What follows belongs to an exercise in optimizing a design on an open flow for small area and a short achievable clock period; a production flow would make more cautious choices.
Only simulation tests tie the RTL to the original design; equivalence was not proved.
Power figures rest on the tool's default switching activity, not on a simulated workload.

==> inputs of run K <==
==> flow/design.v <==
module ahb_sram_slave #(
  parameter int                    ADDR_WIDTH  = 32,
  parameter int                    DATA_WIDTH  = 32,
  parameter int                    DEPTH       = 64,
  parameter logic [ADDR_WIDTH-1:0] BASE        = 32'h4000_0100,
  parameter int                    WAIT_STATES = 1,
  parameter bit                    READ_ONLY   = 1'b0
) (
  input  logic                  HCLK,
  input  logic                  HRESETn,
  input  logic                  HSELx,
  input  logic [ADDR_WIDTH-1:0] HADDR,
  input  logic                  HWRITE,
  input  logic [2:0]            HSIZE,
  input  logic [2:0]            HBURST,
  input  logic [3:0]            HPROT,
  input  logic [1:0]            HTRANS,
  input  logic                  HMASTLOCK,
  input  logic                  HREADY,
  input  logic [DATA_WIDTH-1:0] HWDATA,
  output logic                  HREADYOUT,
  output logic                  HRESP,
  output logic [DATA_WIDTH-1:0] HRDATA
);
  localparam int BYTES     = DATA_WIDTH / 8;
  localparam int LANE_BITS = $clog2(BYTES);
  localparam int IDX_BITS  = $clog2(DEPTH);
  localparam int WIN_BITS  = LANE_BITS + IDX_BITS;
  logic                  r_busy;     
  logic                  r_ready;    
  logic                  r_resp;     
  logic                  r_wr;       
  logic [BYTES-1:0]      r_strb;     
  logic [DEPTH-1:0]      r_sel;      
  logic [BYTES-1:0]      r_lane;     
  logic [DATA_WIDTH-1:0] r_rdata;
  logic                  r_phase;    
  logic             w_in_window;
  logic             w_err;
  logic             w_accept;
  logic [BYTES-1:0] w_strb;
  logic             w_unused;
  assign w_in_window = (HADDR[ADDR_WIDTH-1:WIN_BITS] == BASE[ADDR_WIDTH-1:WIN_BITS]);
  assign w_err = ~w_in_window | HSIZE[2] | (HSIZE[1] & HSIZE[0])
               | (HSIZE[0] & HADDR[0]) | (HSIZE[1] & (HADDR[1] | HADDR[0]))
               | (READ_ONLY && HWRITE);
  assign w_strb[0] = HSIZE[1] | (~HADDR[1] & (HSIZE[0] | ~HADDR[0]));
  assign w_strb[1] = HSIZE[1] | (~HADDR[1] & (HSIZE[0] |  HADDR[0]));
  assign w_strb[2] = HSIZE[1] | ( HADDR[1] & (HSIZE[0] | ~HADDR[0]));
  assign w_strb[3] = HSIZE[1] | ( HADDR[1] & (HSIZE[0] |  HADDR[0]));
  assign w_accept = ~r_busy & HSELx & HREADY & HTRANS[1];
  assign w_unused = ^{HBURST, HPROT, HMASTLOCK, HTRANS[0]};
  always_ff @(posedge HCLK or negedge HRESETn) begin
    if (!HRESETn) begin
      r_busy  <= 1'b0;
      r_ready <= 1'b1;
      r_resp  <= 1'b0;
      r_lane <= '0;
    end else begin
      r_busy  <= w_accept;
      r_ready <= ~w_accept;
      if (!r_busy) begin
        r_resp <= w_accept & w_err;
      end
      r_lane <= {BYTES{r_busy & r_wr}} & r_strb;
    end
  end
  assign HREADYOUT = r_ready;
  assign HRESP     = r_resp;
  always_ff @(posedge HCLK) begin
    r_wr   <= w_accept & ~w_err & HWRITE;
    if (!r_busy) begin
      r_strb <= w_strb;
      for (int w = 0; w < DEPTH; w++) begin
        r_sel[w] <= (HADDR[LANE_BITS +: IDX_BITS] == IDX_BITS'(w));
      end
    end
  end
  logic [DATA_WIDTH-1:0] w_mem [DEPTH];      
  logic [DATA_WIDTH-1:0] w_wdata_n;          
  always_ff @(posedge HCLK) begin
    r_phase <= ~r_phase;
  end
  assign w_wdata_n = HWDATA ^ {DATA_WIDTH{r_phase}};
  for (genvar w = 0; w < DEPTH; w++) begin : g_word
    for (genvar b = 0; b < BYTES; b++) begin : g_lane
      logic w_we;
      logic w_hold;
      assign w_we   = r_sel[w] & r_lane[b];
      assign w_hold = ~w_we;
      for (genvar i = 0; i < 8; i++) begin : g_bit
        ahb_sram_bit u_bit (
          .clk (HCLK),
          .we  (w_we),
          .hold(w_hold),
          .d   (w_wdata_n[b*8+i]),
          .q   (w_mem[w][b*8+i])
        );
      end
    end
  end
  localparam int NGRP = (DEPTH + 2) / 3;    
  logic [DATA_WIDTH-1:0] w_rd;
  for (genvar i = 0; i < DATA_WIDTH; i++) begin : g_rbit
    logic [23:0] w_part_n;     
    logic [7:0]  w_l2;
    logic [3:0]  w_l3_n;
    for (genvar g = 0; g < NGRP; g++) begin : g_grp
      if (3*g + 2 < DEPTH) begin : g_three
        ahb_sram_ao3n u_ao (
          .s0(r_sel[3*g]),   .d0(w_mem[3*g][i]),
          .s1(r_sel[3*g+1]), .d1(w_mem[3*g+1][i]),
          .s2(r_sel[3*g+2]), .d2(w_mem[3*g+2][i]),
          .y_n(w_part_n[g])
        );
      end else begin : g_one
        assign w_part_n[g] = ~(r_sel[3*g] & w_mem[3*g][i]);
      end
    end
    assign w_part_n[23:NGRP] = '1;
    for (genvar j = 0; j < 7; j++) begin : g_l2
      ahb_sram_nand3 u_n3 (.a(w_part_n[3*j]), .b(w_part_n[3*j+1]), .c(w_part_n[3*j+2]), .y(w_l2[j]));
    end
    assign w_l2[7] = ~w_part_n[21];
    for (genvar j = 0; j < 4; j++) begin : g_l3
      ahb_sram_nor2 u_o2 (.a(w_l2[2*j]), .b(w_l2[2*j+1]), .y(w_l3_n[j]));
    end
    assign w_rd[i] = ~&w_l3_n;
  end
  always_ff @(posedge HCLK) begin
    r_rdata <= w_rd ^ {DATA_WIDTH{r_phase}};
  end
  assign HRDATA = r_rdata;
endmodule
module ahb_sram_bit (
  input  logic clk,
  input  logic we,
  input  logic hold,
  input  logic d,
  output logic q
);
  always_ff @(posedge clk) begin
    q <= ~((q | we) & (d | hold));
  end
endmodule
module ahb_sram_ao3n (
  input  logic s0, d0,
  input  logic s1, d1,
  input  logic s2, d2,
  output logic y_n
);
  assign y_n = ~((s0 & d0) | (s1 & d1) | (s2 & d2));
endmodule
module ahb_sram_nand3 (
  input  logic a, b, c,
  output logic y
);
  assign y = ~(a & b & c);
endmodule
module ahb_sram_nor2 (
  input  logic a, b,
  output logic y
);
  assign y = ~(a | b);
endmodule
==> flow/run.sh <==
#!/bin/bash
# synth_recipe.tcl (not shown) runs the flow's synth.tcl, then flattens the netlist and writes it again
# the make line also repeats each setting of config.mk as NAME=value (left out here)
make -C /OpenROAD-flow-scripts/flow DESIGN_CONFIG=/design/flow/config.mk WORK_HOME=/design/flow/orfs CLKGATE_MAP_FILE= SYNTH_SCRIPT=/design/flow/synth_recipe.tcl finish
==> flow/config.mk <==
export PLATFORM = sky130hd
export DESIGN_NAME = ahb_sram_slave
export DESIGN_NICKNAME = ahb_sram_slave
export VERILOG_FILES = /design/flow/design.v
export SDC_FILE = /design/flow/constraint.sdc
export NUM_CORES = 4
export LEC_CHECK = 0
export CAP_MARGIN = 20
export CORE_MARGIN = 2
export CORE_UTILIZATION = 70
export CTS_CLUSTER_DIAMETER = 100
export CTS_CLUSTER_SIZE = 25
export SETUP_SLACK_MARGIN = 3.7
export SLEW_MARGIN = 20
export SYNTH_HIERARCHICAL = 1
export TNS_END_PERCENT = 10
==> flow/constraint.sdc <==
create_clock -name core_clock -period 6.0 [get_ports {HCLK}]
set_input_delay 1.2000 -clock core_clock [delete_from_list [all_inputs] [get_ports {HCLK}]]
set_output_delay 1.2000 -clock core_clock [all_outputs]
set_load 0.01 [all_outputs]
==> run A (differences from run K) <==
==> flow/design.v, changed modules only <==
module ahb_sram_slave #(
  parameter int                    ADDR_WIDTH  = 32,
  parameter int                    DATA_WIDTH  = 32,
  parameter int                    DEPTH       = 64,
  parameter logic [ADDR_WIDTH-1:0] BASE        = 32'h4000_0100,
  parameter int                    WAIT_STATES = 1,
  parameter bit                    READ_ONLY   = 1'b0
) (
  input  logic                  HCLK,
  input  logic                  HRESETn,
  input  logic                  HSELx,
  input  logic [ADDR_WIDTH-1:0] HADDR,
  input  logic                  HWRITE,
  input  logic [2:0]            HSIZE,
  input  logic [2:0]            HBURST,
  input  logic [3:0]            HPROT,
  input  logic [1:0]            HTRANS,
  input  logic                  HMASTLOCK,
  input  logic                  HREADY,
  input  logic [DATA_WIDTH-1:0] HWDATA,
  output logic                  HREADYOUT,
  output logic                  HRESP,
  output logic [DATA_WIDTH-1:0] HRDATA
);
  localparam int BYTES     = DATA_WIDTH / 8;
  localparam int LANE_BITS = $clog2(BYTES);
  localparam int IDX_BITS  = $clog2(DEPTH);
  localparam int WIN_BITS  = LANE_BITS + IDX_BITS;
  logic                  r_busy;     
  logic                  r_resp;     
  logic                  r_wpend;    
  logic [IDX_BITS-1:0]   r_idx;
  logic [BYTES-1:0]      r_strb;
  logic [DATA_WIDTH-1:0] r_rdata;
  logic [DATA_WIDTH-1:0] r_mem [DEPTH];
  logic             w_in_window;
  logic             w_err;
  logic             w_accept;
  logic [BYTES-1:0] w_strb;
  logic             w_unused;
  assign w_in_window = (HADDR[ADDR_WIDTH-1:WIN_BITS] == BASE[ADDR_WIDTH-1:WIN_BITS]);
  assign w_err = ~w_in_window | HSIZE[2] | (HSIZE[1] & HSIZE[0])
               | (HSIZE[0] & HADDR[0]) | (HSIZE[1] & (HADDR[1] | HADDR[0]))
               | (READ_ONLY && HWRITE);
  assign w_strb[0] = HSIZE[1] | (~HADDR[1] & (HSIZE[0] | ~HADDR[0]));
  assign w_strb[1] = HSIZE[1] | (~HADDR[1] & (HSIZE[0] |  HADDR[0]));
  assign w_strb[2] = HSIZE[1] | ( HADDR[1] & (HSIZE[0] | ~HADDR[0]));
  assign w_strb[3] = HSIZE[1] | ( HADDR[1] & (HSIZE[0] |  HADDR[0]));
  assign w_accept = ~r_busy & HSELx & HREADY & HTRANS[1];
  assign w_unused = ^{HBURST, HPROT, HMASTLOCK, HTRANS[0]};
  always_ff @(posedge HCLK or negedge HRESETn) begin
    if (!HRESETn) begin
      r_busy  <= 1'b0;
      r_resp  <= 1'b0;
      r_wpend <= 1'b0;
    end else begin
      r_busy <= w_accept;
      if (r_busy) begin
        r_wpend <= r_wpend;
        r_resp  <= r_resp;
      end else begin
        r_wpend <= w_accept & ~w_err & HWRITE;
        r_resp  <= w_accept & w_err;
      end
    end
  end
  assign HREADYOUT = ~r_busy;
  assign HRESP     = r_resp;
  always_ff @(posedge HCLK) begin
    if (w_accept) begin
      r_idx  <= HADDR[LANE_BITS +: IDX_BITS];
      r_strb <= w_strb;
    end
  end
  logic                  w_commit;
  logic [BYTES-1:0]      w_lane;      
  logic [DEPTH-1:0]      w_sel;       
  logic [DATA_WIDTH-1:0] w_mem [DEPTH];
  assign w_commit = ~r_busy & r_wpend;
  assign w_lane   = {BYTES{w_commit}} & r_strb;
  for (genvar w = 0; w < DEPTH; w++) begin : g_word
    assign w_sel[w] = (r_idx == IDX_BITS'(w));
    for (genvar b = 0; b < BYTES; b++) begin : g_lane
      logic w_we;
      logic w_hold;
      assign w_we   = w_sel[w] & w_lane[b];
      assign w_hold = ~w_we;
      for (genvar i = 0; i < 8; i++) begin : g_bit
        ahb_sram_bit u_bit (
          .clk (HCLK),
          .we  (w_we),
          .hold(w_hold),
          .d   (HWDATA[b*8+i]),
          .q   (w_mem[w][b*8+i])
        );
      end
    end
  end
  localparam int NGRP = (DEPTH + 2) / 3;    
  logic [DATA_WIDTH-1:0] w_rd;
  for (genvar i = 0; i < DATA_WIDTH; i++) begin : g_rbit
    logic [NGRP-1:0] w_part_n;
    for (genvar g = 0; g < NGRP; g++) begin : g_grp
      if (3*g + 2 < DEPTH) begin : g_three
        ahb_sram_ao3n u_ao (
          .s0(w_sel[3*g]), .d0(w_mem[3*g][i]),
          .s1(w_sel[3*g+1]), .d1(w_mem[3*g+1][i]),
          .s2(w_sel[3*g+2]), .d2(w_mem[3*g+2][i]),
          .y_n(w_part_n[g])
        );
      end else begin : g_one
        assign w_part_n[g] = ~(w_sel[3*g] & w_mem[3*g][i]);
      end
    end
    assign w_rd[i] = ~&w_part_n;
  end
  always_ff @(posedge HCLK) begin
    r_rdata <= w_rd;
  end
  assign HRDATA = r_rdata;
endmodule
module ahb_sram_bit (
  input  logic clk,
  input  logic we,
  input  logic hold,
  input  logic d,
  output logic q
);
  always_ff @(posedge clk) begin
    q <= (q & hold) | (d & we);
  end
endmodule
// module ahb_sram_nand3 removed
// module ahb_sram_nor2 removed
==> flow/config.mk (replaced) <==
export PLATFORM = sky130hd
export DESIGN_NAME = ahb_sram_slave
export DESIGN_NICKNAME = ahb_sram_slave
export VERILOG_FILES = /design/flow/design.v
export SDC_FILE = /design/flow/constraint.sdc
export NUM_CORES = 4
export LEC_CHECK = 0
export CAP_MARGIN = 20
export CORE_MARGIN = 2
export CORE_UTILIZATION = 40
export SETUP_SLACK_MARGIN = 0.2
export SLEW_MARGIN = 20
export SYNTH_HIERARCHICAL = 1
==> run P (differences from run K) <==
==> flow/design.v, changed modules only <==
module ahb_sram_slave #(
  parameter int                    ADDR_WIDTH  = 32,
  parameter int                    DATA_WIDTH  = 32,
  parameter int                    DEPTH       = 64,
  parameter logic [ADDR_WIDTH-1:0] BASE        = 32'h4000_0100,
  parameter int                    WAIT_STATES = 1,
  parameter bit                    READ_ONLY   = 1'b0
) (
  input  logic                  HCLK,
  input  logic                  HRESETn,
  input  logic                  HSELx,
  input  logic [ADDR_WIDTH-1:0] HADDR,
  input  logic                  HWRITE,
  input  logic [2:0]            HSIZE,
  input  logic [2:0]            HBURST,
  input  logic [3:0]            HPROT,
  input  logic [1:0]            HTRANS,
  input  logic                  HMASTLOCK,
  input  logic                  HREADY,
  input  logic [DATA_WIDTH-1:0] HWDATA,
  output logic                  HREADYOUT,
  output logic                  HRESP,
  output logic [DATA_WIDTH-1:0] HRDATA
);
  localparam int BYTES     = DATA_WIDTH / 8;
  localparam int LANE_BITS = $clog2(BYTES);
  localparam int IDX_BITS  = $clog2(DEPTH);
  localparam int WIN_BITS  = LANE_BITS + IDX_BITS;
  logic                  r_busy;     
  logic                  r_resp;     
  logic                  r_wr;       
  logic [BYTES-1:0]      r_strb;     
  logic [DEPTH-1:0]      r_rsel;     
  logic [DEPTH-1:0]      r_wsel;     
  logic [BYTES-1:0]      r_lane;     
  logic [DATA_WIDTH-1:0] r_rdata;
  logic             w_in_window;
  logic             w_err;
  logic             w_accept;
  logic [BYTES-1:0] w_strb;
  logic             w_unused;
  assign w_in_window = (HADDR[ADDR_WIDTH-1:WIN_BITS] == BASE[ADDR_WIDTH-1:WIN_BITS]);
  assign w_err = ~w_in_window | HSIZE[2] | (HSIZE[1] & HSIZE[0])
               | (HSIZE[0] & HADDR[0]) | (HSIZE[1] & (HADDR[1] | HADDR[0]))
               | (READ_ONLY && HWRITE);
  assign w_strb[0] = HSIZE[1] | (~HADDR[1] & (HSIZE[0] | ~HADDR[0]));
  assign w_strb[1] = HSIZE[1] | (~HADDR[1] & (HSIZE[0] |  HADDR[0]));
  assign w_strb[2] = HSIZE[1] | ( HADDR[1] & (HSIZE[0] | ~HADDR[0]));
  assign w_strb[3] = HSIZE[1] | ( HADDR[1] & (HSIZE[0] |  HADDR[0]));
  assign w_accept = ~r_busy & HSELx & HREADY & HTRANS[1];
  assign w_unused = ^{HBURST, HPROT, HMASTLOCK, HTRANS[0]};
  always_ff @(posedge HCLK or negedge HRESETn) begin
    if (!HRESETn) begin
      r_busy <= 1'b0;
      r_resp <= 1'b0;
      r_lane <= '0;
    end else begin
      r_busy <= w_accept;
      if (!r_busy) begin
        r_resp <= w_accept & w_err;
      end
      r_lane <= {BYTES{r_busy & r_wr}} & r_strb;
    end
  end
  assign HREADYOUT = ~r_busy;
  assign HRESP     = r_resp;
  always_ff @(posedge HCLK) begin
    r_wr   <= w_accept & ~w_err & HWRITE;
    r_strb <= w_strb;
    for (int w = 0; w < DEPTH; w++) begin
      r_rsel[w] <= (HADDR[LANE_BITS +: IDX_BITS] == IDX_BITS'(w));
    end
    r_wsel <= r_rsel;
  end
  logic [DATA_WIDTH-1:0] w_mem [DEPTH];
  for (genvar w = 0; w < DEPTH; w++) begin : g_word
    for (genvar b = 0; b < BYTES; b++) begin : g_lane
      logic w_we;
      logic w_hold;
      assign w_we   = r_wsel[w] & r_lane[b];
      assign w_hold = ~w_we;
      for (genvar i = 0; i < 8; i++) begin : g_bit
        ahb_sram_bit u_bit (
          .clk (HCLK),
          .we  (w_we),
          .hold(w_hold),
          .d   (HWDATA[b*8+i]),
          .q   (w_mem[w][b*8+i])
        );
      end
    end
  end
  localparam int NGRP = (DEPTH + 2) / 3;    
  logic [DATA_WIDTH-1:0] w_rd;
  for (genvar i = 0; i < DATA_WIDTH; i++) begin : g_rbit
    logic [NGRP-1:0] w_part_n;
    for (genvar g = 0; g < NGRP; g++) begin : g_grp
      if (3*g + 2 < DEPTH) begin : g_three
        ahb_sram_ao3n u_ao (
          .s0(r_rsel[3*g]),   .d0(w_mem[3*g][i]),
          .s1(r_rsel[3*g+1]), .d1(w_mem[3*g+1][i]),
          .s2(r_rsel[3*g+2]), .d2(w_mem[3*g+2][i]),
          .y_n(w_part_n[g])
        );
      end else begin : g_one
        assign w_part_n[g] = ~(r_rsel[3*g] & w_mem[3*g][i]);
      end
    end
    assign w_rd[i] = ~&w_part_n;
  end
  always_ff @(posedge HCLK) begin
    r_rdata <= w_rd;
  end
  assign HRDATA = r_rdata;
endmodule
module ahb_sram_bit (
  input  logic clk,
  input  logic we,
  input  logic hold,
  input  logic d,
  output logic q
);
  always_ff @(posedge clk) begin
    q <= (q & hold) | (d & we);
  end
endmodule
// module ahb_sram_nand3 removed
// module ahb_sram_nor2 removed
--- a/flow/config.mk
+++ b/flow/config.mk
@@ -7,10 +7,9 @@
 export LEC_CHECK = 0
 export CAP_MARGIN = 20
 export CORE_MARGIN = 2
-export CORE_UTILIZATION = 70
+export CORE_UTILIZATION = 60
 export CTS_CLUSTER_DIAMETER = 100
 export CTS_CLUSTER_SIZE = 25
-export SETUP_SLACK_MARGIN = 3.7
+export SETUP_SLACK_MARGIN = 3.3
 export SLEW_MARGIN = 20
 export SYNTH_HIERARCHICAL = 1
-export TNS_END_PERCENT = 10
==> qor.yml <==
run_status:
  status: "finished clean"
worst_setup_path:
  r2r_cells: 4
synthesis:
  synth_area_leaders: "dfxtp_1, o22ai_1, a222oi_1, edfxtp_1, nand3_1"
pwr:
  power.density_nw_per_um2: 294.6
  combPwrFrac: 0.044
sta:
  setup_ws_ps: 3222
# the run above: run K

==> qor.yml <==
run_status:
  status: "finished clean"
worst_setup_path:
  r2r_end: "r_rdata[17]$_DFF_P_"
  r2r_cells: 8
  cp_max_fo: 36
global_route:
  gr-usage-met3: 0.05962
cts:
  cts_resized: 0
synthesis:
  synth_area_leaders: "dfxtp_1, a22o_1, a222oi_1, nand2_1, nor2_1"
pwr:
  power.density_nw_per_um2: 338.3
  combPwrFrac: 0.016
sta:
  setup_ws_ps: 1519
# the run above: run A

==> qor.yml <==
sta:
  setup_ws_ps: 3246
  finalHoldViolCount: 0
pwr:
  power.density_nw_per_um2: 285.9
  swShare: 0.2162
  combPwrFrac: 0.020
synthesis:
  synth_area_leaders: "dfxtp_1, a22o_1, a222oi_1, nand2_1, inv_1"
  synth_area_sq_um: 73430
worst_setup_path:
  r2r_cells: 5
run_status:
  status: "finished clean"
# the run above: run P

-- static timing again, ports no longer ideal --
Ports are ideal in the flow. The routed layouts listed here were re-timed in OpenROAD.
Step 1 (the two cells are an assumption about what drives the block):
set clk [get_ports {HCLK}]
set_driving_cell -lib_cell sky130_fd_sc_hd__clkbuf_16 $clk
set_driving_cell -lib_cell sky130_fd_sc_hd__buf_2 [delete_from_list [all_inputs] $clk]
Step 2 adds t to the input delays and takes it off the output delays; t is the mean of the earliest and latest rising clock arrival at the registers after step 1. Input paths then give back, and output paths get back, about the clock's delay inside the block.
Slacks: ideal ports / drivers / drivers and shift; pairs: ideal ports / drivers.
| run | t (ns) | slack for setup (ns) | worst hold slack (ns) | worst setup path after step 2 | worst data-port slew with drivers (ns) |
|---|---|---|---|---|---|
| run K | 0.799 | 3.222 / 3.200 / 2.401 | 0.442 / 0.442 / 0.442 | input to register | 0.23 |
| run A | 0.930 | 1.519 / 1.519 / 1.519 | 0.473 / 0.472 / 0.473 | register to register | 0.10 |
| run P | 0.802 | 3.246 / 3.246 / 3.125 | 0.456 / 0.456 / 0.456 | input to register | 0.14 |
After both steps setup and hold are still met in every run listed. The setup slack of run K, which loses most, moves by -0.022 ns with the drivers and by -0.821 ns with both steps.
